This design comes from an exercise in tuning for small area on the open sky130 flow, not from production work. Where RTL was checked, it was by simulation tests only, not by an equivalence proof against the original. For runs 4 and 5, only the layout was checked, not whether the RTL still works. Power is estimated from default activity; no workload was simulated.

`design.v`:
```
package csr_pkg;
    localparam int XLEN         = 64;
    localparam int CSR_IDX_W    = 12;
    localparam int OPCODE_W     = 7;
    localparam int TRAP_CAUSE_W = 6;
    localparam logic [CSR_IDX_W-1:0] CSR_MSTATUS       = 12'h300;
    localparam logic [CSR_IDX_W-1:0] CSR_MISA          = 12'h301;
    localparam logic [CSR_IDX_W-1:0] CSR_MTVEC         = 12'h305;
    localparam logic [CSR_IDX_W-1:0] CSR_MCOUNTINHIBIT = 12'h320;
    localparam logic [CSR_IDX_W-1:0] CSR_MSCRATCH      = 12'h340;
    localparam logic [CSR_IDX_W-1:0] CSR_MEPC          = 12'h341;
    localparam logic [CSR_IDX_W-1:0] CSR_MCAUSE        = 12'h342;
    localparam logic [CSR_IDX_W-1:0] CSR_MTVAL         = 12'h343;
    localparam logic [CSR_IDX_W-1:0] CSR_MCYCLE        = 12'hB00;
    localparam logic [CSR_IDX_W-1:0] CSR_MINSTRET      = 12'hB02;
    localparam logic [OPCODE_W-1:0] OPC_MISCMEM = 7'b0001111;
    localparam logic [OPCODE_W-1:0] OPC_SYSTEM  = 7'b1110011;
endpackage
import csr_pkg::*;
module csr_trap_unit (
    input  logic            clk_i,
    input  logic            arst_n_i,
    input  logic            wr_i,
    input  logic [11:0]     index_i,
    input  logic [XLEN-1:0] data_i,
    input  logic            trap_i,
    input  logic            mret_i,
    input  logic [XLEN-1:0] pc_i,
    input  logic            trap_async_i,
    input  logic [5:0]      trap_cause_i,
    input  logic [XLEN-1:0] trap_value_i,
    output logic            mie_o,
    output logic            mpie_o,
    output logic [XLEN-1:0] mtvec_o,
    output logic [XLEN-1:0] mscratch_o,
    output logic [XLEN-1:0] mepc_o,
    output logic [XLEN-1:0] mcause_o,
    output logic [XLEN-1:0] mtval_o
);
    logic            mie_q;
    logic            mpie_q;
    logic [XLEN-1:0] mtvec_q;    
    logic [XLEN-1:0] mscratch_q;
    logic [XLEN-1:0] mepc_q;
    logic [XLEN-1:0] mcause_q;
    logic [XLEN-1:0] mtval_q;
    wire wr        = wr_i && !trap_i;
    wire status_wr = wr && (index_i == CSR_MSTATUS);
    always_ff @(posedge clk_i or negedge arst_n_i) begin
        if (!arst_n_i) begin
            mie_q  <= 1'b0;
            mpie_q <= 1'b0;
        end else if (trap_i) begin
            mpie_q <= mie_q;
            mie_q  <= 1'b0;
        end else if (mret_i) begin
            mie_q  <= mpie_q;
            mpie_q <= 1'b1;
        end else if (status_wr) begin
            mie_q  <= data_i[3];
            mpie_q <= data_i[7];
        end
    end
    wire epc_wr   = wr && index_i == CSR_MEPC;
    wire cause_wr = wr && index_i == CSR_MCAUSE;
    wire tval_wr  = wr && index_i == CSR_MTVAL;
    always_ff @(posedge clk_i) begin
        if (wr && index_i == CSR_MTVEC)    mtvec_q    <= {data_i[XLEN-1:2], 1'b0, data_i[0]};
        if (wr && index_i == CSR_MSCRATCH) mscratch_q <= data_i;
        mepc_q   <= ({XLEN{trap_i}}   & pc_i)
                  | ({XLEN{epc_wr}}   & {data_i[XLEN-1:2], 2'b00})
                  | ({XLEN{!trap_i && !epc_wr}} & mepc_q);
        mcause_q <= ({XLEN{trap_i}}   & {trap_async_i, 57'b0, trap_cause_i})
                  | ({XLEN{cause_wr}} & data_i)
                  | ({XLEN{!trap_i && !cause_wr}} & mcause_q);
        mtval_q  <= ({XLEN{trap_i}}   & trap_value_i)
                  | ({XLEN{tval_wr}}  & data_i)
                  | ({XLEN{!trap_i && !tval_wr}} & mtval_q);
    end
    assign mie_o      = mie_q;
    assign mpie_o     = mpie_q;
    assign mtvec_o    = {mtvec_q[XLEN-1:2], 1'b0, mtvec_q[0]};
    assign mscratch_o = mscratch_q;
    assign mepc_o     = mepc_q;
    assign mcause_o   = mcause_q;
    assign mtval_o    = mtval_q;
endmodule
module csr_flush (
    input  logic            trap_i,
    input  logic            mret_i,
    input  logic [XLEN-1:0] pc_i,
    input  logic            trap_async_i,
    input  logic [5:0]      trap_cause_i,
    input  logic [XLEN-1:0] mtvec_i,
    input  logic [XLEN-1:0] mepc_i,
    output logic [XLEN-1:0] newpc_o
);
    wire sel_pc = !trap_i && !mret_i;
    wire vec    = trap_i && mtvec_i[0] && trap_async_i;
    wire [XLEN-1:2] base = ({(XLEN-2){trap_i}} & mtvec_i[XLEN-1:2])
                         | ({(XLEN-2){mret_i}} & mepc_i[XLEN-1:2])
                         | ({(XLEN-2){sel_pc}} & pc_i[XLEN-1:2]);
    wire [5:0] addend = ({6{vec}} & trap_cause_i) | {5'd0, sel_pc};
    wire [6:0] low    = {1'b0, base[7:2]} + {1'b0, addend};
    wire c0 = low[6];
    logic [XLEN-1:8] p;    
    logic [6:0]      g;    
    logic [6:0]      gg;   
    for (genvar b = 0; b < 7; b++) begin : g_byte
        assign p[8+8*b] = 1'b1;
        for (genvar i = 1; i < 8; i++) begin : g_bit
            assign p[8+8*b+i] = p[8+8*b+i-1] & base[8+8*b+i-1];
        end
        assign g[b] = &base[8+8*b +: 8];
    end
    assign gg[0] = 1'b1;
    for (genvar b = 1; b < 7; b++) begin : g_gg
        assign gg[b] = &g[b-1:0];
    end
    logic [XLEN-1:8] t;
    for (genvar b = 0; b < 7; b++) begin : g_t
        assign t[8+8*b +: 8] = {8{c0 & gg[b]}} & p[8+8*b +: 8];
    end
    assign newpc_o[XLEN-1:8] = base[XLEN-1:8] ^ t;
    assign newpc_o[7:2]      = low[5:0];
    assign newpc_o[1:0]      = ({2{mret_i}} & mepc_i[1:0]) | ({2{sel_pc}} & pc_i[1:0]);
endmodule
import csr_pkg::*;
module csr_counters (
    input  logic            clk_i,
    input  logic            arst_n_i,
    input  logic            wr_i,
    input  logic [11:0]     index_i,
    input  logic [XLEN-1:0] data_i,
    input  logic            retire_i,
    output logic [XLEN-1:0] mcycle_o,
    output logic [XLEN-1:0] minstret_o,
    output logic            cy_inh_o,
    output logic            ir_inh_o
);
    logic [XLEN-1:0] mcycle_q;
    logic [XLEN-1:0] minstret_q;
    logic            cy_inh_q;
    logic            ir_inh_q;
    wire mcycle_wr   = wr_i && (index_i == CSR_MCYCLE);
    wire minstret_wr = wr_i && (index_i == CSR_MINSTRET);
    wire inhibit_wr  = wr_i && (index_i == CSR_MCOUNTINHIBIT);
    wire cy_en = !cy_inh_q;
    wire ir_en = retire_i && !ir_inh_q;
    logic [XLEN-1:0] cy_t, ir_t;
    logic [XLEN/8:0] cy_c, ir_c;
    assign cy_c[0] = cy_en;
    assign ir_c[0] = ir_en;
    for (genvar b = 0; b < XLEN / 8; b++) begin : g_byte
        assign cy_c[b+1] = cy_c[b] & (&mcycle_q[8*b +: 8]);
        assign ir_c[b+1] = ir_c[b] & (&minstret_q[8*b +: 8]);
        assign cy_t[8*b] = cy_c[b];
        assign ir_t[8*b] = ir_c[b];
        for (genvar i = 1; i < 8; i++) begin : g_bit
            assign cy_t[8*b+i] = cy_t[8*b+i-1] & mcycle_q[8*b+i-1];
            assign ir_t[8*b+i] = ir_t[8*b+i-1] & minstret_q[8*b+i-1];
        end
    end
    always_ff @(posedge clk_i or negedge arst_n_i) begin
        if (!arst_n_i) begin
            mcycle_q   <= '0;
            minstret_q <= '0;
            cy_inh_q   <= 1'b0;
            ir_inh_q   <= 1'b0;
        end else begin
            mcycle_q   <= mcycle_wr   ? data_i : (mcycle_q ^ cy_t);
            minstret_q <= minstret_wr ? data_i : (minstret_q ^ ir_t);
            if (inhibit_wr) begin
                cy_inh_q <= data_i[0];
                ir_inh_q <= data_i[2];
            end
        end
    end
    assign mcycle_o   = mcycle_q;
    assign minstret_o = minstret_q;
    assign cy_inh_o   = cy_inh_q;
    assign ir_inh_o   = ir_inh_q;
endmodule
import csr_pkg::*;
module csr_read_mux (
    input  logic [11:0]     index_i,
    input  logic            mie_i,
    input  logic            mpie_i,
    input  logic [XLEN-1:0] mtvec_i,
    input  logic [XLEN-1:0] mscratch_i,
    input  logic [XLEN-1:0] mepc_i,
    input  logic [XLEN-1:0] mcause_i,
    input  logic [XLEN-1:0] mtval_i,
    input  logic [XLEN-1:0] mcycle_i,
    input  logic [XLEN-1:0] minstret_i,
    input  logic            cy_inh_i,
    input  logic            ir_inh_i,
    output logic [XLEN-1:0] data_o,
    output logic            illegal_o
);
    always_comb begin
        case (index_i)
            12'h300, 12'h301, 12'h305, 12'h320,
            12'h340, 12'h341, 12'h342, 12'h343,
            12'hB00, 12'hB02,
            12'hF11, 12'hF12, 12'hF13, 12'hF14: illegal_o = 1'b0;
            default:                            illegal_o = 1'b1;
        endcase
    end
    wire i3  = !index_i[11];
    wire ib  = index_i[11] && !index_i[10];
    wire i30 = i3 && !index_i[6] && !index_i[5];
    wire s_mstatus  = i30 && !index_i[2] && !index_i[0];
    wire s_misa     = i30 && !index_i[2] &&  index_i[0];
    wire s_mtvec    = i30 &&  index_i[2];
    wire s_inhibit  = i3  &&  index_i[5];
    wire s_mscratch = i3  &&  index_i[6] && !index_i[1] && !index_i[0];
    wire s_mepc     = i3  &&  index_i[6] && !index_i[1] &&  index_i[0];
    wire s_mcause   = i3  &&  index_i[6] &&  index_i[1] && !index_i[0];
    wire s_mtval    = i3  &&  index_i[6] &&  index_i[1] &&  index_i[0];
    wire s_mcycle   = ib  && !index_i[1];
    wire s_minstret = ib  &&  index_i[1];
    logic [XLEN-1:0] fixed;
    always_comb begin
        fixed     = '0;
        fixed[0]  = s_inhibit && cy_inh_i;
        fixed[2]  = s_inhibit && ir_inh_i;
        fixed[3]  = s_mstatus && mie_i;
        fixed[7]  = s_mstatus && mpie_i;
        fixed[8]  = s_misa;
        fixed[11] = s_mstatus;
        fixed[12] = s_mstatus || s_misa;
        fixed[63] = s_misa;
    end
    assign data_o = fixed
                  | ({XLEN{s_mtvec}}    & mtvec_i)
                  | ({XLEN{s_mscratch}} & mscratch_i)
                  | ({XLEN{s_mepc}}     & mepc_i)
                  | ({XLEN{s_mcause}}   & mcause_i)
                  | ({XLEN{s_mtval}}    & mtval_i)
                  | ({XLEN{s_mcycle}}   & mcycle_i)
                  | ({XLEN{s_minstret}} & minstret_i);
endmodule
import csr_pkg::*;
module csr_top (
    input  logic                          clk_i,
    input  logic                          arst_n_i,
    input  logic                          csr_valid_i,
    input  logic                          csr_csren_i,
    input  logic [csr_pkg::CSR_IDX_W-1:0] csr_index_i,
    input  logic [csr_pkg::XLEN-1:0]      csr_data_i,
    input  logic                          csr_mret_i,
    input  logic                          commit_valid_i,
    input  logic [csr_pkg::OPCODE_W-1:0]  commit_opcode_i,
    input  logic [csr_pkg::XLEN-1:0]      commit_pc_i,
    input  logic                          commit_trap_i,
    input  logic                          commit_trap_async_i,
    input  logic [csr_pkg::TRAP_CAUSE_W-1:0] commit_trap_cause_i,
    input  logic [csr_pkg::XLEN-1:0]      commit_trap_value_i,
    input  logic [csr_pkg::CSR_IDX_W-1:0] read_index_i,
    output logic [csr_pkg::XLEN-1:0]      read_data_o,
    output logic                          read_illegal_o,
    output logic                          flush_req_o,
    output logic [csr_pkg::XLEN-1:0]      flush_newpc_o
);
    wire wr   = csr_valid_i && csr_csren_i;
    wire trap = commit_valid_i && commit_trap_i;
    wire mret = csr_valid_i && csr_mret_i;
    logic            mie, mpie, cy_inh, ir_inh;
    logic [XLEN-1:0] mtvec, mscratch, mepc, mcause, mtval, mcycle, minstret;
    csr_trap_unit u_trap_unit (
        .clk_i        (clk_i),
        .arst_n_i     (arst_n_i),
        .wr_i         (wr),
        .index_i      (csr_index_i),
        .data_i       (csr_data_i),
        .trap_i       (trap),
        .mret_i       (mret),
        .pc_i         (commit_pc_i),
        .trap_async_i (commit_trap_async_i),
        .trap_cause_i (commit_trap_cause_i),
        .trap_value_i (commit_trap_value_i),
        .mie_o        (mie),
        .mpie_o       (mpie),
        .mtvec_o      (mtvec),
        .mscratch_o   (mscratch),
        .mepc_o       (mepc),
        .mcause_o     (mcause),
        .mtval_o      (mtval)
    );
    csr_flush u_flush (
        .trap_i       (trap),
        .mret_i       (mret),
        .pc_i         (commit_pc_i),
        .trap_async_i (commit_trap_async_i),
        .trap_cause_i (commit_trap_cause_i),
        .mtvec_i      (mtvec),
        .mepc_i       (mepc),
        .newpc_o      (flush_newpc_o)
    );
    csr_counters u_counters (
        .clk_i      (clk_i),
        .arst_n_i   (arst_n_i),
        .wr_i       (wr),
        .index_i    (csr_index_i),
        .data_i     (csr_data_i),
        .retire_i   (commit_valid_i && !commit_trap_i),
        .mcycle_o   (mcycle),
        .minstret_o (minstret),
        .cy_inh_o   (cy_inh),
        .ir_inh_o   (ir_inh)
    );
    csr_read_mux u_read_mux (
        .index_i    (read_index_i),
        .mie_i      (mie),
        .mpie_i     (mpie),
        .mtvec_i    (mtvec),
        .mscratch_i (mscratch),
        .mepc_i     (mepc),
        .mcause_i   (mcause),
        .mtval_i    (mtval),
        .mcycle_i   (mcycle),
        .minstret_i (minstret),
        .cy_inh_i   (cy_inh),
        .ir_inh_i   (ir_inh),
        .data_o     (read_data_o),
        .illegal_o  (read_illegal_o)
    );
    assign flush_req_o = trap || mret ||
                         (commit_valid_i && (commit_opcode_i == OPC_MISCMEM ||
                                             commit_opcode_i == OPC_SYSTEM));
endmodule
```
`flow/run.sh`:
```
#!/bin/bash
# Layout flow: the standard ORFS flow with three changes
#  - synthesis maps the logic with an area-oriented ABC script (flow/abc_area.script);
#    everything else in synthesis (synth_recipe.tcl, the register mapping) is unchanged
#  - port buffers use the smallest buffer, sky130_fd_sc_hd__buf_1
#  - CTS options from flow/cts_args.txt
set -euo pipefail
here=$(pwd)

# synthesis script: ORFS synth.tcl with the ABC script swapped, sourced by synth_recipe.tcl
sed "s|^\( *\)log_cmd abc {\*}\$abc_args|\1set abc_args [lreplace \$abc_args 1 1 $here/flow/abc_area.script]\n\1log_cmd abc {*}\$abc_args|" \
    "$FLOW_HOME/scripts/synth.tcl" > my_synth_core.tcl
grep -q "abc_area.script" my_synth_core.tcl
sed "s|source \$::env(SCRIPTS_DIR)/synth.tcl|source $here/my_synth_core.tcl|" synth_recipe.tcl > my_synth.tcl
grep -q "my_synth_core.tcl" my_synth.tcl
sed "s|SYNTH_SCRIPT=[^ ]*synth_recipe.tcl|SYNTH_SCRIPT=$here/my_synth.tcl|" standard.sh > my_standard.sh
grep -q "my_synth.tcl" my_standard.sh

export BUFFER_PORTS_ARGS="-buffer_cell sky130_fd_sc_hd__buf_1"
if [[ -f flow/cts_args.txt ]]; then
  export CTS_ARGS="$(cat flow/cts_args.txt)"
fi

bash my_standard.sh > flow.log 2>&1
```
`flow/abc_area.script`:
```
&get -n
&st
&dch
&nf -R 30
&put
topo
stime -c
dnsize -c
```
`flow/cts_args.txt`:
```
-sink_clustering_enable -repair_clock_nets -dont_use_dummy_load -buf_list sky130_fd_sc_hd__clkbuf_2
```
`standard.sh`:
```
#!/bin/bash
# synth_recipe.tcl (not shown) runs the flow's synth.tcl, then flattens the netlist and writes it again
# the make line also repeats each setting of config.mk as NAME=value (left out here)
make -C /OpenROAD-flow-scripts/flow DESIGN_CONFIG=/design/flow/config.mk WORK_HOME=/design/flow/orfs CLKGATE_MAP_FILE= SYNTH_SCRIPT=/design/flow/synth_recipe.tcl "${@:-finish}"
```
`config.mk`:
```
export PLATFORM = sky130hd
export DESIGN_NAME = csr_top
export DESIGN_NICKNAME = csr_top
export VERILOG_FILES = /design/flow/design.v
export SDC_FILE = /design/flow/constraint.sdc
export NUM_CORES = 4
export LEC_CHECK = 0
export CAP_MARGIN = 20
export CORE_MARGIN = 2
export CORE_UTILIZATION = 50
export PLACE_DENSITY = 0.75
export SLEW_MARGIN = 20
```
`constraint.sdc`:
```
create_clock -name core_clock -period 7.0 [get_ports {clk_i}]
set_input_delay 1.4000 -clock core_clock [delete_from_list [all_inputs] [get_ports {clk_i}]]
set_output_delay 1.4000 -clock core_clock [all_outputs]
set_load 0.01 [all_outputs]
```
==> flow_summary_export.csv, run 1 <==
group,metric,value,unit
sta,post-route-min-period,6.86,ns
setup_path,cp.required,5.60,ns
floorplan,initial_core_util,0.506,
grt,grtUsageMet3,0.0715,
setup_path,crit_top_cell,"nand2_1",
detailed_routing,first_pass_iters,10,
cts,cts-root-buf,"clkbuf_2",
grt,grt_pass1_wl,114000,um
synthesis,synth_top_cells_by_area,"dfxtp_1 18%, edfxtp_1 18%, dfrtp_1 16%, ha_1 7.4%, nand2_1 7.0%",
grt,antenna_found_initial,4,
floorplan,die_h,210,um
finish,layout-drive-gt1-share,0.0753,
cts,cts_setup_buffers,0,
detailed_routing,wire_per_inst,25.4,um
sta,hold_viol,0,
sta,setup_slack,0.137,ns
floorplan,num_rows,75,
finish,postLayoutCoreUtil,0.583,
finish,area_growth,15.2,%
grt,grt-ovfl-total,0,
detailed_routing,drt.antenna.violating_nets,0,
placement,dp_slack,0.00295,ns
synthesis,netlist.area_leader.share,0.181,
setup_path,critPathMaxStageDelay,0.44,ns
cts,cts_tree,"done",
setup_path,worst-path-buf-inv,3,
synthesis,synthAdderAreaFrac,0.0747,
sta,fin_skew,0.138,ns
detailed_routing,finalWirelength,75300,um
synthesis,syn_area_per_cell,11.2,sq um
min_path,hp-class,"flop to flop",
sta,final_max_slew_viol_count,0,
finish,final_nets,2783,
detailed_routing,num_vias,19600,
synthesis,synth-simple-area-share,0.129,
sta,slew_headroom,0.266,
detailed_routing,avgViaCountPerCell,6.61,
synthesis,ys_top_cells_by_count,"395 x nand2_1, 197 x a22oi_1, 192 x dfxtp_1",
cts,postCtsHoldBufs,0,
synthesis,synth_cell_type_count,44,
setup_path,crit_fanout,9,
sta,rsz0062_at_grt,"no",
cts,ctsHtreeMaxLevel,3,
detailed_routing,drc,0,
grt,use_met2,0.546,
synthesis,synth_top_area_cell,"dfxtp_1",
cts,clkSlewWorstSetupHoldPaths,0.09,ns
placement,gp_congestion,0.873,
synthesis,synth_top_family_by_area,"compound AO/OA/AOI/OAI gates",
outcome,status,"finished clean",
synthesis,synth_xor_area_frac,0.0173,
setup_path,path_delay_family,"simple AND/OR/NAND/NOR gates",
grt,first_global_vias,19900,
synthesis,synth-edff-count,127,
cts,clk_latency,1.09,ns
floorplan,ios,367,
sta,finalSetupTns,0,ns
detailed_routing,first_iter_violations,2319,
sta,fmax,146,MHz
job,max_cap_violations,0,
sta,fin_crit_sh,0.980,
grt,track_usage,0.335,
cts,numCtsBuffers,113,
synthesis,ys_ff_latch,451,
grt,use_met1,0.427,
grt,grt_max_degree,73,
power,leakagePower,10.8,nW
placement,io_buffers,366,
placement,dpl.hpwl,48400,um
power,cellPowerDensity,206,nW/um^2
setup_path,worstSetupPathType,"input pin to output pin",
sta,worst_pin_slew,1.10,ns
synthesis,synth-async-reset-ratio,0.293,
setup_path,path_cells,"buf_1 -> and2_2 -> a22oi_1 -> nand2_1 -> ha_1 -> fa_1 -> nand3_1 -> nand2_1 -> a31o_1 -> nand3_1 -> nor2_1 -> nand2_1 -> clkinv_1 -> and3_2 -> and3_1 -> xnor2_1 -> buf_1",
cts,cts.sinks,451,
setup_path,arrival,5.46,ns
synthesis,seq_area_frac_synth,0.517,
synthesis,ys.flop_type,"dfxtp_1",
cts,clockBufferDepth,3,
synthesis,yosys_warnings,3,
floorplan,die-area,44100,sq um
synthesis,synth_compound_area_frac,0.197,
power,vdd_drop_max,123,uV
synthesis,synth_area,21200,sq um
sta,whs,0.439,ns
setup_path,end_kind,"output pin",
synthesis,yosysMostFrequentCell,"nand2_1",
floorplan,die_x,210,um
setup_path,cp_slowest_cell,"buf_1",
synthesis,synthMuxAreaShare,0.0610,
floorplan,core_area,41900,sq um
synthesis,synth_fp_nets,2258,
sta,final-setup-viol-count,0,
synthesis,synth_cells,1895,
grt,top_usage_layer,"met2",
setup_path,worst_setup_path_start_kind,"input pin",
## sequential cells by signal, indices dropped and copies added (netlist names)
| register | cells |
|---|---|
| u_counters.mcycle_q | 64 |
| u_counters.minstret_q | 64 |
| u_trap_unit.mcause_q | 64 |
| u_trap_unit.mepc_q | 64 |
| u_trap_unit.mscratch_q | 64 |
| u_trap_unit.mtval_q | 64 |
| u_trap_unit.mtvec_q | 63 |
| u_counters.cy_inh_q | 1 |
| u_counters.ir_inh_q | 1 |
| u_trap_unit.mie_q | 1 |
| u_trap_unit.mpie_q | 1 |
## through the flow
stage | cell area (sq um) | power [mW] | cells
finish | 24400 | 5.03 | 2961
floorplan | 21300 | 3.33 | 1895
global placement | 23800 | 3.66 | 2842
detailed placement | 23800 | 3.70 | 2843
CTS | 24400 | 5.04 | 2957
global route | 24400 | 5.25 | 2959
## kinds of logic (layout without fill, tap and decap cells)
| kind of cell | after synthesis | count (layout) |
|---|---|---|
| AOI/OAI and AO/OA | 522 | 522 |
| buffers and inverters | 19 | 541 |
| muxes | 115 | 115 |
| xor gates and xnor gates | 42 | 42 |
| adders and majority gates | 126 | 126 |
| other | 0 | 4 |
| and+or+nand+nor | 620 | 621 |
| DFF | 451 | 451 |
## power by group
group / internal [mW] / leakage (nW) / switching (mW)
Sequential: 2.83 / 4.51 / 0.109
Combinational: 0.251 / 5.87 / 0.464
Clock: 0.418 / 0.469 / 0.953
## repair_timing
item,4_1_cts,5_1_grt
gates cloned,1,0
gates resized for setup,1,3
endpoints found under the setup margin,1,8
pin swaps,1,0
## final timing paths
kind | startpoint | endpoint | slack [ns] | cells past startpoint
max | csr_mret_i | flush_newpc_o[63] | 0.14 | 17
min | u_trap_unit.mtval_q[9] | u_trap_unit.mtval_q[9] | 0.44 | 2
max reg2reg | u_counters.mcycle_q[7] | u_counters.mcycle_q[62] | 2.53 | 17
min reg2reg | u_trap_unit.mtval_q[9] | u_trap_unit.mtval_q[9] | 0.44 | 2
max in group asynchronous | arst_n_i | u_counters.minstret_q[31] | 4.87 | 2
min in group asynchronous | arst_n_i | u_counters.mcycle_q[36] | 0.45 | 1
## tightest hold or removal path, cell delays in order, from the launching register on
cell and delay (ns):
dfxtp_1 0.32, nand2_1 0.05, nand2_1 0.04
## placed cells by master, fill, tap and decap left out, drive strengths merged, types with 6 or more instances in the layout
cell type,instances
o21ai,24
nor3,16
clkbuf,115
nor2,43
and3,41
a22o,90
nand2,395
nand3,33
a22oi,197
nand4,33
dfxtp,192
a21boi,25
ha,125
mux2,115
a221oi,50
nor3b,6
clkinv,19
edfxtp,127
nor2b,9
xnor2,29
and2,16
a21oi,31
nor4,9
buf,407
a222oi,90
xor2,13
dfrtp,132
## final cells by class
cell class	instances	area, sq um
clock buffers	113	566
inverters	19	71.3
fillers	3662	17500
well taps	539	674
repair buffers	409	1800
flip-flops and latches	451	11000
diodes	4	10.0
multi-input cells	1426	10400
## layer usage
layer | vias up | part of all wire
met5 | - | 0.00011
met4 | 2 | 0.042
met3 | 238 | 0.097
met2 | 1217 | 0.47
met1 | 9531 | 0.39
li1 | 8575 | -
==> inputs of run 2 (changes only) <==
--- a/flow/run.sh
+++ b/flow/run.sh
@@ -5,4 +5,5 @@
 #  - port buffers use the smallest buffer, sky130_fd_sc_hd__buf_1
 #  - CTS options from flow/cts_args.txt
+#  - power recovery (downsizing non-critical gates) after global routing
 set -euo pipefail
 here=$(pwd)
@@ -22,3 +23,6 @@
 fi
 
+# downsize gates on paths with positive slack after global routing
+export RECOVER_POWER=100
+
 bash my_standard.sh > flow.log 2>&1
--- a/config.mk
+++ b/config.mk
@@ -8,5 +8,4 @@
 export CAP_MARGIN = 20
 export CORE_MARGIN = 2
-export CORE_UTILIZATION = 50
-export PLACE_DENSITY = 0.75
+export CORE_UTILIZATION = 40
 export SLEW_MARGIN = 20
==> flow_summary_export.csv, run 2 <==
group,metric,value,unit
synthesis,seq_area_frac_synth,0.517,
synthesis,synth-edff-count,127,
setup_path,worstSetupPathType,"input pin to output pin",
placement,io_buffers,366,
floorplan,core_area,52400,sq um
power,intPower,3.52,mW
cts,cts.sinks,451,
cts,cts_resized,0,
floorplan,num_rows,84,
setup_path,worst_setup_path_start_kind,"input pin",
synthesis,ys_top_cells_by_count,"395 x nand2_1, 197 x a22oi_1, 192 x dfxtp_1",
setup_path,critPathMaxStageDelay,0.42,ns
sta,fin_skew,0.123,ns
synthesis,synth_cells,1895,
sta,slew_headroom,-2.11,
power,clock_power_share,0.281,
synthesis,ys.flop_type,"dfxtp_1",
setup_path,crit_fanout,20,
setup_path,crit_start,"commit_trap_i",
power,cellPowerDensity,207,nW/um^2
setup_path,arrival,5.27,ns
detailed_routing,drt.antenna.violating_nets,0,
finish,fillers,5016,
grt,first_global_vias,19800,
sta,fmax,150,MHz
placement,place_inst,3010,
setup_path,rr_endpoint,"u_counters.mcycle_q[63]",
placement,dpl.hpwl,54200,um
setup_path,path_cells,"clkbuf_1 -> and2_4 -> and3_1 -> a21o_1 -> ha_1 -> fa_1 -> nand3_1 -> nand2_1 -> a31o_1 -> nand3_1 -> nor2_2 -> clkbuf_1 -> and3_1 -> nand2b_1 -> a22oi_1 -> buf_1",
detailed_routing,finalWirelength,81500,um
cts,cts-root-buf,"clkbuf_2",
sta,rsz0062_at_grt,"no",
power,p_comb_frac,0.142,
sta,finalSetupTns,0,ns
grt,antenna_found_initial,4,
placement,gp_congestion,0.863,
detailed_routing,first_iter_violations,2057,
finish,final_common_cell,"nand2_1",
setup_path,r2r-start,"u_counters.mcycle_q[5]",
finish,area_growth,16.1,%
synthesis,synth_area,21200,sq um
detailed_routing,wire_per_inst,26.0,um
sta,final_max_slew_viol_count,517,
sta,post-route-min-period,6.67,ns
placement,dp_slack,0.117,ns
floorplan,die-area,54900,sq um
detailed_routing,drc,0,
grt,grt_max_degree,76,
finish,layout.cells.non_filler,3133,
cts,numCtsBuffers,119,
setup_path,end_kind,"output pin",
power,p_seq_frac,0.578,
cts,clockBufferDepth,3,
synthesis,ys_ff_latch,451,
cts,clk_latency,1.12,ns
setup_path,path_delay_family,"simple AND/OR/NAND/NOR gates",
finish,postLayoutCoreUtil,0.469,
synthesis,synth_top_cells_by_area,"dfxtp_1 18%, edfxtp_1 18%, dfrtp_1 16%, ha_1 7.4%, nand2_1 7.0%",
power,p_switching,1.57,mW
detailed_routing,first_pass_iters,6,
synthesis,synth_cell_type_count,44,
setup_path,worst-path-buf-inv,3,
power,vdd_drop_max,89.1,uV
synthesis,yosysMostFrequentCell,"nand2_1",
synthesis,yosys_warnings,3,
outcome,checkFailReasons,"max-capacitance violations, max-slew violations",
job,max_cap_violations,11,
sta,hold_viol,0,
setup_path,r2r_cells,18,
detailed_routing,num_vias,19500,
sta,setup_slack,0.335,ns
synthesis,synth_fp_nets,2258,
grt,grt-ovfl-total,0,
synthesis,syn_area_per_cell,11.2,sq um
cts,postCtsHoldBufs,0,
finish,mostFrequentLayoutCells,"395 x nand2_1, 295 x buf_1, 196 x a22oi_1",
floorplan,initial_core_util,0.404,
setup_path,cp-endpoint,"flush_newpc_o[30]",
sta,final-setup-viol-count,0,
power,sw_frac_of_total,0.308,
cts,ctsHtreeMaxLevel,3,
grt,track_usage,0.295,
cts,cts_setup_buffers,0,
synthesis,synth-async-reset-ratio,0.293,
sta,fin_crit_sh,0.952,
setup_path,cp.required,5.60,ns
power,leakagePower,10.9,nW
sta,worst_pin_slew,4.66,ns
floorplan,die_h,234,um
floorplan,die_x,234,um
floorplan,ios,367,
grt,grt_pass1_wl,121000,um
setup_path,r2r_setup_slack,2.26,ns
synthesis,netlist.area_leader.share,0.181,
outcome,status,"complete, but fails checks",
cts,cts_tree,"done",
setup_path,cp_num_cells,16,
finish,final_nets,2806,
synthesis,synth_top_area_cell,"dfxtp_1",
min_path,hp-class,"flop to flop",
detailed_routing,avgViaCountPerCell,6.21,
setup_path,cp_slowest_cell,"clkbuf_1",
cts,clkSlewWorstSetupHoldPaths,0.08,ns
finish,layout-drive-gt1-share,0.0762,
run 2: cells by family (layout without fill, tap and decap cells):
kind of cell / after synthesis / after routing / synth area share
multiplexers: 115 / 115 / 0.0610
flip-flops: 451 / 451 / 0.517
buffers and inverters: 19 / 565 / 0.00336
other: 0 / 4 / 0
adder cells (fa/ha/maj): 126 / 126 / 0.0747
XOR/XNOR: 42 / 42 / 0.0173
AND/OR/NAND/NOR: 620 / 620 / 0.129
AO/OA/AOI/OAI: 522 / 522 / 0.197
run 2: power by group through the flow:
stage / logic, mW / registers (mW) / clock network (mW)
2_1_floorplan: 0.372 / 2.96 / 0
3_3_place_gp: 0.702 / 2.99 / 0
3_5_place_dp: 0.720 / 3.00 / 0
4_1_cts: 0.723 / 2.94 / 1.47
5_1_grt: 0.798 / 2.96 / 1.59
6_report: 0.722 / 2.94 / 1.43
run 2: cell type report:
cell class                      count  area, sq um  share of cell area
Sequential cell                   451        11000               0.445
Tap cell                          688          861              0.0350
Antenna cell                        4         10.0            0.000407
Inverter                           19         71.3             0.00290
Timing Repair Buffer              427         1830              0.0744
Multi-Input combinational cell   1425        10300               0.418
Clock buffer                      119          596              0.0242
run 2: worst min-delay path, stage by stage (launching register included):
cell and delay [ns]:
dfxtp_1 0.31, nand2_1 0.05, nand2_1 0.04
run 2: worst min-delay path by stage:
stage / startpoint / endpoint / slack (ns) / cells past startpoint
floorplan: u_trap_unit.mcause_q[4] / u_trap_unit.mcause_q[4] / 0.41 / 2
global placement: u_trap_unit.mcause_q[4] / u_trap_unit.mcause_q[4] / 0.42 / 2
detailed placement: u_trap_unit.mcause_q[4] / u_trap_unit.mcause_q[4] / 0.43 / 2
CTS: arst_n_i / u_counters.mcycle_q[38] / 0.31 / 1
global route: u_trap_unit.mtval_q[53] / u_trap_unit.mtval_q[53] / 0.46 / 2
finish: u_trap_unit.mcause_q[5] / u_trap_unit.mcause_q[5] / 0.44 / 2
run 2: per-stage QoR:
stage                     instance area, sq um  power (mW)  hold WS, ns
after floorplan                          21300        3.33        0.411
after global placement                   24100        3.70        0.421
after detailed placement                 24100        3.72        0.429
after CTS                                24700        5.13        0.315
after global routing                     24600        5.34        0.460
final                                    24600        5.09        0.441
run 2: per-layer routing:
| metal | part of all wire | routed length (um) | vias up | track usage |
|---|---|---|---|---|
| li1 | - | - | 8634 | - |
| met1 | 0.40 | 32500 | 9609 | 0.375 |
| met2 | 0.48 | 39400 | 1041 | 0.494 |
| met3 | 0.084 | 6880 | 173 | 0.0518 |
| met4 | 0.033 | 2690 | 2 | 0.124 |
| met5 | 0.00016 | 13 | - | 0 |
==> inputs of run 3 (changes only) <==
--- a/flow/run.sh
+++ b/flow/run.sh
@@ -5,5 +5,4 @@
 #  - port buffers use the smallest buffer, sky130_fd_sc_hd__buf_1
 #  - CTS options from flow/cts_args.txt
-#  - power recovery (downsizing non-critical gates) after global routing
 set -euo pipefail
 here=$(pwd)
@@ -23,6 +22,3 @@
 fi
 
-# downsize gates on paths with positive slack after global routing
-export RECOVER_POWER=100
-
 bash my_standard.sh > flow.log 2>&1
--- a/config.mk
+++ b/config.mk
@@ -9,3 +9,4 @@
 export CORE_MARGIN = 2
 export CORE_UTILIZATION = 40
+export PLACE_DENSITY = 0.85
 export SLEW_MARGIN = 20
==> flow_summary_export.csv, run 3 <==
group,metric,value,unit
setup_path,worstSetupPathType,"input pin to output pin",
floorplan,die_x,234,um
outcome,status,"finished clean",
grt,grt_pass1_wl,111000,um
sta,final_max_slew_viol_count,0,
setup_path,arrival,5.26,ns
sta,fin_crit_sh,0.952,
synthesis,synth-async-reset-ratio,0.293,
setup_path,cp.required,5.60,ns
sta,rsz0062_at_grt,"no",
cts,numCtsBuffers,113,
finish,postLayoutCoreUtil,0.470,
grt,grt-ovfl-total,0,
synthesis,yosysMostFrequentCell,"nand2_1",
job,max_cap_violations,0,
cts,cts_setup_buffers,0,
cts,cts_tree,"done",
detailed_routing,avgViaCountPerCell,6.28,
cts,clkSlewWorstSetupHoldPaths,0.09,ns
synthesis,yosys_warnings,3,
cts,cts.sinks,451,
sta,setup_slack,0.338,ns
synthesis,synth_fp_nets,2258,
finish,final_nets,2788,
synthesis,ys_ff_latch,451,
setup_path,r2r_setup_slack,2.02,ns
synthesis,ys_top_cells_by_count,"395 x nand2_1, 197 x a22oi_1, 192 x dfxtp_1",
setup_path,worst_setup_path_start_kind,"input pin",
cts,postCtsHoldBufs,0,
sta,finalSetupTns,0,ns
detailed_routing,wire_per_inst,23.8,um
floorplan,core_area,52400,sq um
setup_path,end_kind,"output pin",
setup_path,r2r_cells,16,
synthesis,synth_compound_area_frac,0.197,
detailed_routing,drc,0,
sta,slew_headroom,0.256,
synthesis,synth_top_cells_by_area,"dfxtp_1 18%, edfxtp_1 18%, dfrtp_1 16%, ha_1 7.4%, nand2_1 7.0%",
placement,io_buffers,366,
setup_path,critPathMaxStageDelay,0.53,ns
detailed_routing,first_iter_violations,2608,
placement,dpl.hpwl,49900,um
power,cellPowerDensity,204,nW/um^2
synthesis,synth_area,21200,sq um
synthesis,synth_xor_area_frac,0.0173,
cts,clockBufferDepth,3,
floorplan,num_rows,84,
setup_path,crit_start,"commit_trap_i",
floorplan,die-area,54900,sq um
finish,final_common_cell,"nand2_1",
grt,track_usage,0.265,
setup_path,cp_slowest_cell,"nor3_1",
synthesis,synth-edff-count,127,
synthesis,synthMuxAreaShare,0.0610,
synthesis,synth_cell_type_count,44,
sta,final-setup-viol-count,0,
setup_path,cp-endpoint,"flush_newpc_o[35]",
synthesis,synth_top_area_cell,"dfxtp_1",
synthesis,netlist.area_leader.share,0.181,
synthesis,synth-simple-area-share,0.129,
floorplan,die_h,234,um
synthesis,synth_top_family_by_area,"compound AO/OA/AOI/OAI gates",
detailed_routing,num_vias,19600,
grt,first_global_vias,19500,
synthesis,synthAdderAreaFrac,0.0747,
placement,gp_congestion,0.909,
setup_path,rr_endpoint,"u_counters.minstret_q[62]",
sta,post-route-min-period,6.66,ns
setup_path,r2r-start,"u_counters.ir_inh_q",
floorplan,ios,367,
sta,hold_viol,0,
placement,dp_slack,0.265,ns
grt,antenna_found_initial,3,
setup_path,crit_fanout,8,
setup_path,path_cells,"buf_1 -> buf_4 -> a22oi_2 -> buf_4 -> nand2_1 -> nand2_1 -> fa_1 -> nand3_1 -> nand2_1 -> a31o_1 -> nand3_1 -> buf_4 -> nor3_1 -> and2_0 -> nand2b_1 -> a21boi_0 -> buf_1",
min_path,hp-class,"input pin to async pin",
cts,clk_latency,1.13,ns
sta,fmax,150,MHz
sta,whs,0.424,ns
synthesis,ys.flop_type,"dfxtp_1",
finish,area_growth,16.1,%
cts,cts-root-buf,"clkbuf_2",
detailed_routing,first_pass_iters,8,
grt,grt_max_degree,73,
synthesis,seq_area_frac_synth,0.517,
floorplan,initial_core_util,0.404,
detailed_routing,finalWirelength,74200,um
power,leakagePower,10.9,nW
power,vdd_drop_max,89.0,uV
synthesis,syn_area_per_cell,11.2,sq um
cts,ctsHtreeMaxLevel,3,
cts,cts_resized,0,
finish,mostFrequentLayoutCells,"395 x nand2_1, 364 x buf_1, 196 x a22oi_1",
finish,layout-drive-gt1-share,0.0768,
detailed_routing,drt.antenna.violating_nets,0,
sta,worst_pin_slew,1.11,ns
synthesis,synth_cells,1895,
sta,fin_skew,0.142,ns
==> run 3: cell counts after synthesis <==
No cell type changed its count.
==> run 3: cell type report <==
class / instances / area [sq um]
repair buffers: 415 / 1810
diodes: 2 / 5.00
clock buffers: 113 / 566
inverters: 19 / 71.3
well taps: 688 / 861
multi-input cells: 1425 / 10400
fillers: 4855 / 27800
flip-flops and latches: 451 / 11000
==> run 3: power breakdown <==
group          internal, mW  switching, mW
Clock                 0.418          0.961
Combinational         0.251          0.455
Sequential             2.83          0.115
==> run 3: kinds of logic (layout without fill, tap and decap cells) <==
kind of cell	count (synthesis)	count (layout)
fa+ha+maj	126	126
flops	451	451
buf+inv	19	547
simple gates	620	620
compound gates	522	522
mux	115	115
other cells	0	2
xor+xnor	42	42
==> run 3: metal layers <==
metal | GRT usage | wire (um)
met1 | 0.335 | 28000
met2 | 0.429 | 34700
met3 | 0.0562 | 8270
met4 | 0.133 | 3180
met5 | 0 | 16
==> run 3: how the worst min path moves through the flow <==
stage / from / cells after the start / slack (ns) / to
3_5_place_dp: u_trap_unit.mtval_q[23] / 2 / 0.43 / u_trap_unit.mtval_q[23]
4_1_cts: arst_n_i / 1 / 0.25 / u_counters.minstret_q[11]
6_report: arst_n_i / 1 / 0.42 / u_counters.mcycle_q[52]
5_1_grt: arst_n_i / 1 / 0.36 / u_counters.minstret_q[11]
2_1_floorplan: u_trap_unit.mcause_q[4] / 2 / 0.41 / u_trap_unit.mcause_q[4]
3_3_place_gp: u_trap_unit.mcause_q[2] / 2 / 0.42 / u_trap_unit.mcause_q[2]
==> run 3: per-stage QoR <==
step	instances	total power, mW	cell area [sq um]
2_1_floorplan	1895	3.33	21300
3_3_place_gp	2998	3.67	24100
3_5_place_dp	2998	3.70	24100
4_1_cts	3111	5.06	24600
5_1_grt	3113	5.27	24600
6_report	3113	5.03	24600
==> run 3: worst max-delay path, delay by kind of cell <==
kind	cells	cell delay (ns)
buffers and inverters	5	1.01
AO/OA/AOI/OAI	3	1.01
AND/OR/NAND/NOR	8	1.62
adder cells (fa/ha/maj)	1	0.22
==> inputs of run 4 (changes only) <==
--- a/design.v
+++ b/design.v
@@ -104,21 +104,19 @@
     wire [6:0] low    = {1'b0, base[7:2]} + {1'b0, addend};
     wire c0 = low[6];
-    logic [XLEN-1:8] p;    
-    logic [6:0]      g;    
-    logic [6:0]      gg;   
-    for (genvar b = 0; b < 7; b++) begin : g_byte
-        assign p[8+8*b] = 1'b1;
-        for (genvar i = 1; i < 8; i++) begin : g_bit
-            assign p[8+8*b+i] = p[8+8*b+i-1] & base[8+8*b+i-1];
+    localparam int NG = (XLEN - 8) / 4;
+    logic [NG-1:0]   g;     
+    logic [NG-1:0]   gg;    
+    logic [XLEN-1:8] t;     
+    for (genvar k = 0; k < NG; k++) begin : g_grp
+        assign g[k] = &base[8+4*k +: 4];
+        if (k == 0) begin : g_first
+            assign gg[k] = 1'b1;
+        end else begin : g_rest
+            assign gg[k] = &g[k-1:0];
+        end
+        assign t[8+4*k] = c0 & gg[k];
+        for (genvar i = 1; i < 4; i++) begin : g_bit
+            assign t[8+4*k+i] = t[8+4*k+i-1] & base[8+4*k+i-1];
         end
-        assign g[b] = &base[8+8*b +: 8];
-    end
-    assign gg[0] = 1'b1;
-    for (genvar b = 1; b < 7; b++) begin : g_gg
-        assign gg[b] = &g[b-1:0];
-    end
-    logic [XLEN-1:8] t;
-    for (genvar b = 0; b < 7; b++) begin : g_t
-        assign t[8+8*b +: 8] = {8{c0 & gg[b]}} & p[8+8*b +: 8];
     end
     assign newpc_o[XLEN-1:8] = base[XLEN-1:8] ^ t;
==> flow_summary_export.csv, run 4 <==
group,metric,value,unit
outcome,status,"finished clean",
sta,worst_pin_slew,1.11,ns
power,cellPowerDensity,203,nW/um^2
finish,layout.cells.non_filler,3104,
finish,final-seq-area,11000,sq um
setup_path,arrival,5.44,ns
synthesis,ys_top_cells_by_count,"409 x nand2_1, 217 x a22oi_1, 192 x dfxtp_1",
placement,dpl.hpwl,50800,um
synthesis,synth_top_area_cell,"dfxtp_1",
floorplan,die_h,235,um
job,max_cap_violations,0,
cts,numCtsBuffers,111,
cts,cts.sinks,451,
synthesis,yosysMostFrequentCell,"nand2_1",
power,p_switching,1.52,mW
floorplan,ios,367,
cts,clk_latency,1.15,ns
floorplan,core_area,52600,sq um
setup_path,crit_top_cell,"ha_1",
sta,fmax,146,MHz
finish,mostFrequentLayoutCells,"409 x nand2_1, 364 x buf_1, 216 x a22oi_1",
synthesis,synth-async-reset-ratio,0.293,
placement,place_inst,2987,
setup_path,crit_start,"commit_valid_i",
synthesis,synth_cells,1874,
finish,postLayoutCoreUtil,0.471,
setup_path,cp_slowest_cell,"or4_4",
detailed_routing,finalWirelength,76500,um
detailed_routing,drt.antenna.violating_nets,0,
floorplan,num_rows,84,
power,leakagePower,11.1,nW
grt,grt_max_degree,96,
setup_path,worst_setup_path_start_kind,"input pin",
grt,grt_pass1_wl,114000,um
synthesis,seq_area_frac_synth,0.516,
synthesis,synth-edff-count,127,
detailed_routing,wire_per_inst,24.6,um
sta,final-setup-viol-count,0,
placement,dp_slack,-0.0304,ns
grt,antenna_found_initial,5,
sta,whs,0.217,ns
synthesis,yosys_warnings,3,
sta,final_max_slew_viol_count,0,
sta,slew_headroom,0.263,
min_path,hp-class,"input pin to async pin",
sta,hold_viol,0,
detailed_routing,first_iter_violations,2219,
placement,gp_congestion,0.918,
cts,cts-root-buf,"clkbuf_2",
power,clock_power_share,0.272,
detailed_routing,first_pass_iters,11,
sta,rsz0062_at_grt,"no",
setup_path,r2r-start,"u_counters.cy_inh_q",
synthesis,netlist.area_leader.share,0.181,
detailed_routing,drc,0,
setup_path,worst-path-buf-inv,4,
floorplan,initial_core_util,0.405,
synthesis,ys.flop_type,"dfxtp_1",
grt,grt-ovfl-total,0,
detailed_routing,num_vias,19300,
synthesis,ys_ff_latch,451,
placement,io_buffers,366,
setup_path,end_kind,"output pin",
cts,postCtsHoldBufs,0,
cts,ctsHtreeMaxLevel,3,
power,p_comb_frac,0.141,
finish,layout-drive-gt1-share,0.0817,
floorplan,die_x,235,um
setup_path,worstSetupPathType,"input pin to output pin",
finish,final_common_cell,"nand2_1",
power,p_seq_frac,0.587,
setup_path,path_delay_family,"simple AND/OR/NAND/NOR gates",
synthesis,synth_area,21300,sq um
finish,area_growth,16.5,%
synthesis,synth_top_cells_by_area,"dfxtp_1 18%, edfxtp_1 18%, dfrtp_1 16%, ha_1 9.4%, a22oi_1 7.7%",
power,vdd_drop_max,113,uV
power,sw_frac_of_total,0.303,
grt,first_global_vias,19200,
finish,fillers,4943,
setup_path,crit_fanout,9,
synthesis,synth_fp_nets,2272,
synthesis,synth_cell_type_count,37,
power,intPower,3.50,mW
finish,final_nets,2811,
cts,clkSlewWorstSetupHoldPaths,0.10,ns
setup_path,cp.required,5.60,ns
cts,cts_tree,"done",
sta,fin_crit_sh,0.977,
detailed_routing,avgViaCountPerCell,6.23,
cts,clockBufferDepth,3,
floorplan,die-area,55000,sq um
finish,multi_input_area,10400,sq um
sta,setup_slack,0.160,ns
synthesis,syn_area_per_cell,11.3,sq um
sta,fin_skew,0.130,ns
setup_path,critPathMaxStageDelay,0.65,ns
sta,post-route-min-period,6.84,ns
grt,track_usage,0.275,
setup_path,path_cells,"buf_1 -> and2_4 -> and3_1 -> and2_0 -> ha_1 -> a21oi_1 -> o21ai_0 -> a21oi_1 -> nand4b_1 -> or4_4 -> nor3_1 -> buf_4 -> buf_4 -> and2_0 -> ha_1 -> ha_1 -> ha_1 -> xnor2_1 -> buf_1",
[run 4: area by class of cell]
class / instances / area share
timing repair buffer: 426 / 0.0763
inverter: 20 / 0.00303
multi-input combinational: 1403 / 0.420
clock buffer: 111 / 0.0224
sequential: 451 / 0.443
tap: 688 / 0.0348
antenna: 5 / 0.000505
[run 4: stage by stage]
stage	instance area [sq um]	power (mW)	TNS, ns
6_report	24800	5.02	0
5_1_grt	24800	5.25	0
3_5_place_dp	24200	3.70	-0.0304
2_1_floorplan	21300	3.33	0
3_3_place_gp	24100	3.67	0
4_1_cts	24700	5.04	0
[run 4: worst reg2reg max path, cell delays in order, from the launching register on]
cell	delay, ns
dfrtp_1	0.42
nand4b_1	0.18
nor3_1	0.60
nand3_1	0.39
nor3_1	0.45
and2_0	0.33
nand2_1	0.18
nor3_1	0.26
ha_1	0.19
ha_1	0.17
ha_1	0.18
ha_1	0.15
ha_1	0.18
ha_1	0.16
ha_1	0.22
mux2_1	0.27
[run 4: metal layers]
layer,GRT usage,vias up,share of wire
met5,0,-,0.00017
met2,0.447,1229,0.47
met1,0.349,9412,0.39
met4,0.129,2,0.037
met3,0.0586,199,0.10
li1,-,8489,-
[run 4: final timing paths]
kind,to,slack (ns),cells after the start
max,flush_newpc_o[59],0.16,19
min,u_counters.mcycle_q[58],0.22,1
max reg2reg,u_counters.mcycle_q[62],2.55,15
min reg2reg,u_trap_unit.mtval_q[54],0.44,2
max in group asynchronous,u_trap_unit.mpie_q,5.72,2
min in group core_clock,u_trap_unit.mtval_q[54],0.44,2
[run 4: kinds of logic (layout without fill, tap and decap cells)]
family          after synthesis  after routing  share of synthesized area
other cells                   0              5                          0
fa+ha+maj                   161            161                     0.0951
xor+xnor                     34             34                     0.0140
mux                         115            115                     0.0609
simple gates                602            602                      0.125
buf+inv                      20            557                    0.00353
compound gates              491            491                      0.186
flops                       451            451                      0.516
[run 4: power groups by stage]
| stage | Sequential, mW | Combinational, mW | Clock [mW] |
|---|---|---|---|
| after floorplan | 2.96 | 0.371 | 0 |
| after global placement | 2.99 | 0.678 | 0 |
| after detailed placement | 3.00 | 0.698 | 0 |
| after CTS | 2.94 | 0.701 | 1.40 |
| after global routing | 2.96 | 0.781 | 1.51 |
| final | 2.94 | 0.708 | 1.37 |
[run 4: repair_timing]
| action | in CTS | in global routing |
|---|---|---|
| resized for setup | 0 | 5 |
| buffers inserted | 1 | 0 |
| setup endpoints to repair | 2 | 5 |
| pin swaps | 1 | 0 |
==> inputs of run 5 (changes only) <==
==> flow/abc_area.script (replaced) <==
&get -n
&st
&dch
&nf
&put
topo
stime -c
dnsize -c
==> flow_summary_export.csv, run 5 <==
group,metric,value,unit
outcome,status,"finished clean",
synthesis,ys.flop_type,"dfxtp_1",
synthesis,synth-edff-count,127,
cts,clockBufferDepth,3,
grt,first_global_vias,19500,
placement,place_inst,2987,
power,leakagePower,11.1,nW
power,p_comb_frac,0.141,
setup_path,crit_fanout,18,
synthesis,synth_cell_type_count,39,
cts,clkSlewWorstSetupHoldPaths,0.09,ns
placement,gp_congestion,0.884,
synthesis,syn_area_per_cell,11.4,sq um
cts,ctsHtreeMaxLevel,3,
setup_path,cp.required,5.60,ns
grt,grt_pass1_wl,118000,um
sta,worst_pin_slew,1.16,ns
setup_path,critPathMaxStageDelay,0.47,ns
synthesis,synthMuxAreaShare,0.0602,
min_path,hp-class,"flop to flop",
sta,post-route-min-period,6.69,ns
sta,setup_slack,0.311,ns
placement,dp_slack,0.407,ns
cts,cts_tree,"done",
finish,area_growth,16.5,%
cts,cts_resized,0,
sta,whs,0.441,ns
power,sw_frac_of_total,0.307,
cts,postCtsHoldBufs,0,
detailed_routing,wire_per_inst,25.5,um
synthesis,synthAdderAreaFrac,0.0948,
grt,grt_max_degree,86,
detailed_routing,avgViaCountPerCell,6.33,
setup_path,arrival,5.29,ns
sta,final-setup-viol-count,0,
synthesis,seq_area_frac_synth,0.514,
cts,cts_setup_buffers,0,
setup_path,end_kind,"output pin",
synthesis,yosysMostFrequentCell,"nand2_1",
grt,track_usage,0.278,
setup_path,path_cells,"buf_1 -> buf_4 -> and2_2 -> buf_4 -> a221oi_1 -> buf_4 -> nor4_1 -> buf_4 -> nand2_1 -> nor4_1 -> buf_4 -> and4_1 -> ha_1 -> ha_1 -> ha_1 -> xnor2_1 -> buf_1",
sta,slew_headroom,0.219,
finish,mostFrequentLayoutCells,"378 x nand2_1, 365 x buf_1, 197 x a22oi_1",
synthesis,yosys_warnings,3,
sta,final_max_slew_viol_count,0,
detailed_routing,drc,0,
floorplan,die_h,235,um
synthesis,synth_top_area_cell,"dfxtp_1",
finish,final_common_cell,"nand2_1",
synthesis,synth_cells,1876,
synthesis,synth_top_family_by_area,"compound AO/OA/AOI/OAI gates",
job,max_cap_violations,0,
synthesis,synth_area,21300,sq um
cts,cts.sinks,451,
placement,io_buffers,366,
sta,hold_viol,0,
synthesis,synth-async-reset-ratio,0.293,
floorplan,core_area,52700,sq um
finish,layout.cells.non_filler,3109,
synthesis,synth-simple-area-share,0.125,
cts,cts-root-buf,"clkbuf_2",
finish,final_nets,2813,
finish,layout-drive-gt1-share,0.0796,
synthesis,synth_fp_nets,2274,
power,p_seq_frac,0.582,
floorplan,die_x,235,um
setup_path,worst_setup_path_start_kind,"input pin",
power,intPower,3.50,mW
synthesis,ys_top_cells_by_count,"378 x nand2_1, 198 x a22oi_1, 192 x dfxtp_1",
synthesis,netlist.area_leader.share,0.180,
synthesis,synth_xor_area_frac,0.0140,
detailed_routing,first_pass_iters,9,
setup_path,worstSetupPathType,"input pin to output pin",
synthesis,synth_top_cells_by_area,"dfxtp_1 18%, edfxtp_1 18%, dfrtp_1 15%, ha_1 9.4%, a22oi_1 7.0%",
power,vdd_drop_max,118,uV
floorplan,die-area,55200,sq um
detailed_routing,finalWirelength,79200,um
floorplan,initial_core_util,0.405,
setup_path,crit_top_cell,"buf_4",
floorplan,num_rows,84,
cts,clk_latency,1.10,ns
detailed_routing,first_iter_violations,2731,
placement,dpl.hpwl,53900,um
sta,fmax,149,MHz
floorplan,ios,367,
power,p_switching,1.55,mW
sta,fin_crit_sh,0.956,
sta,rsz0062_at_grt,"no",
synthesis,synth_compound_area_frac,0.184,
setup_path,cp_slowest_cell,"and2_2",
power,finalPower,5.05,mW
grt,grt-ovfl-total,0,
synthesis,ys_ff_latch,451,
power,clock_power_share,0.276,
cts,numCtsBuffers,113,
finish,postLayoutCoreUtil,0.472,
detailed_routing,num_vias,19700,
detailed_routing,drt.antenna.violating_nets,0,
grt,antenna_found_initial,4,
sta,fin_skew,0.130,ns
power,cellPowerDensity,203,nW/um^2
run 5: cell count changes in the layout (fill, tap and decap cells not counted), sizes merged, moves of 5 or more:
| cell | before | now |
|---|---|---|
| nand2 | 409 | 378 |
| a221oi | 37 | 63 |
| and2 | 20 | 10 |
| a22o | 97 | 92 |
| a22oi | 217 | 198 |
| nor4 | 6 | 13 |
| clkinv | 20 | 41 |
| and3 | 23 | 48 |
| a21oi | 24 | 17 |
run 5: metal layers:
layer / wire length [um] / up-vias / GRT usage
li1: - / 8537 / -
met1: 30200 / 9487 / 0.344
met2: 37000 / 1422 / 0.456
met3: 8510 / 241 / 0.0686
met4: 3420 / 0 / 0.130
met5: 0 / - / 0
run 5: final cells by class:
cell class                 count  area, sq um
clock buffer                 113          566
tap                          688          861
timing repair buffer         424         1890
fill                        4888        27800
multi-input combinational   1384        10400
antenna                        8         20.0
inverter                      41          154
sequential                   451        11000
run 5: cells by family (layout without fill, tap and decap cells):
group | after synthesis | in the layout
flops | 451 | 451
compound gates | 484 | 484
fa+ha+maj | 161 | 161
other cells | 0 | 8
simple gates | 591 | 591
xor+xnor | 34 | 34
mux | 114 | 114
buf+inv | 41 | 578
run 5: metrics by stage:
step	setup TNS [ns]	cell area [sq um]
after global routing	0	24800
final	0	24800
after CTS	0	24800
after detailed placement	0	24200
after global placement	0	24200
after floorplan	-93.40	21400
run 5: final timing paths:
kind | depth (start not counted) | start | to | slack [ns]
worst max-delay path | 17 | csr_valid_i | flush_newpc_o[63] | 0.31
worst min-delay path | 2 | u_trap_unit.mtval_q[15] | u_trap_unit.mtval_q[15] | 0.44
worst max register to register | 14 | u_counters.cy_inh_q | u_counters.mcycle_q[62] | 2.55
worst min register to register | 2 | u_trap_unit.mtval_q[15] | u_trap_unit.mtval_q[15] | 0.44
max in group asynchronous | 2 | arst_n_i | u_counters.mcycle_q[17] | 4.86
min in group asynchronous | 1 | arst_n_i | u_counters.mcycle_q[34] | 0.47
run 5: power by group through the flow:
stage / Sequential, mW / Combinational (mW) / Clock [mW]
final: 2.94 / 0.715 / 1.40
after CTS: 2.94 / 0.707 / 1.42
after floorplan: 2.96 / 0.372 / 0
after global placement: 2.99 / 0.684 / 0
after global routing: 2.96 / 0.778 / 1.54
after detailed placement: 3.00 / 0.703 / 0
run 5: worst max-delay path: cells and delay by family:
family,cells,cell delay (ns)
buf+inv,7,1.45
fa+ha+maj,3,0.53
xor+xnor,1,0.12
compound gates,1,0.13
simple gates,5,1.64

-- port drivers added, routing unchanged --
The flow's constraints put no driver on any port. The routed layouts listed below were extracted and timed again, unchanged, in two steps.
Step 1 (the two cells are an assumption about what drives the block):
set clk [get_ports {clk_i}]
set_driving_cell -lib_cell sky130_fd_sc_hd__clkbuf_16 $clk
set_driving_cell -lib_cell sky130_fd_sc_hd__buf_2 [delete_from_list [all_inputs] $clk]
Step 2 adds t to the input delays and takes it off the output delays; t is the mean of the earliest and latest rising clock arrival at the registers after step 1. Input paths then give back, and output paths get back, about the clock's delay inside the block.
Three values: ideal ports, drivers, drivers and shift; two values: the first two.
run | shift t [ns] | slack for setup (ns) | worst setup path after step 2 | worst data-port slew with drivers (ns)
run 1 | 1.068 | 0.137 / 0.112 / 0.112 | input to output | 0.14
run 2 | 1.122 | 0.335 / 0.312 / -0.738 | input to register | 0.13
run 3 | 1.105 | 0.338 / 0.314 / 0.314 | input to output | 0.09
run 4 | 1.129 | 0.160 / 0.138 / 0.138 | input to output | 0.11
run 5 | 1.085 | 0.311 / 0.279 / 0.279 | input to output | 0.13
For run 2, which loses most, drivers alone change the setup slack by -0.023 ns; drivers and shift together by -1.073 ns.
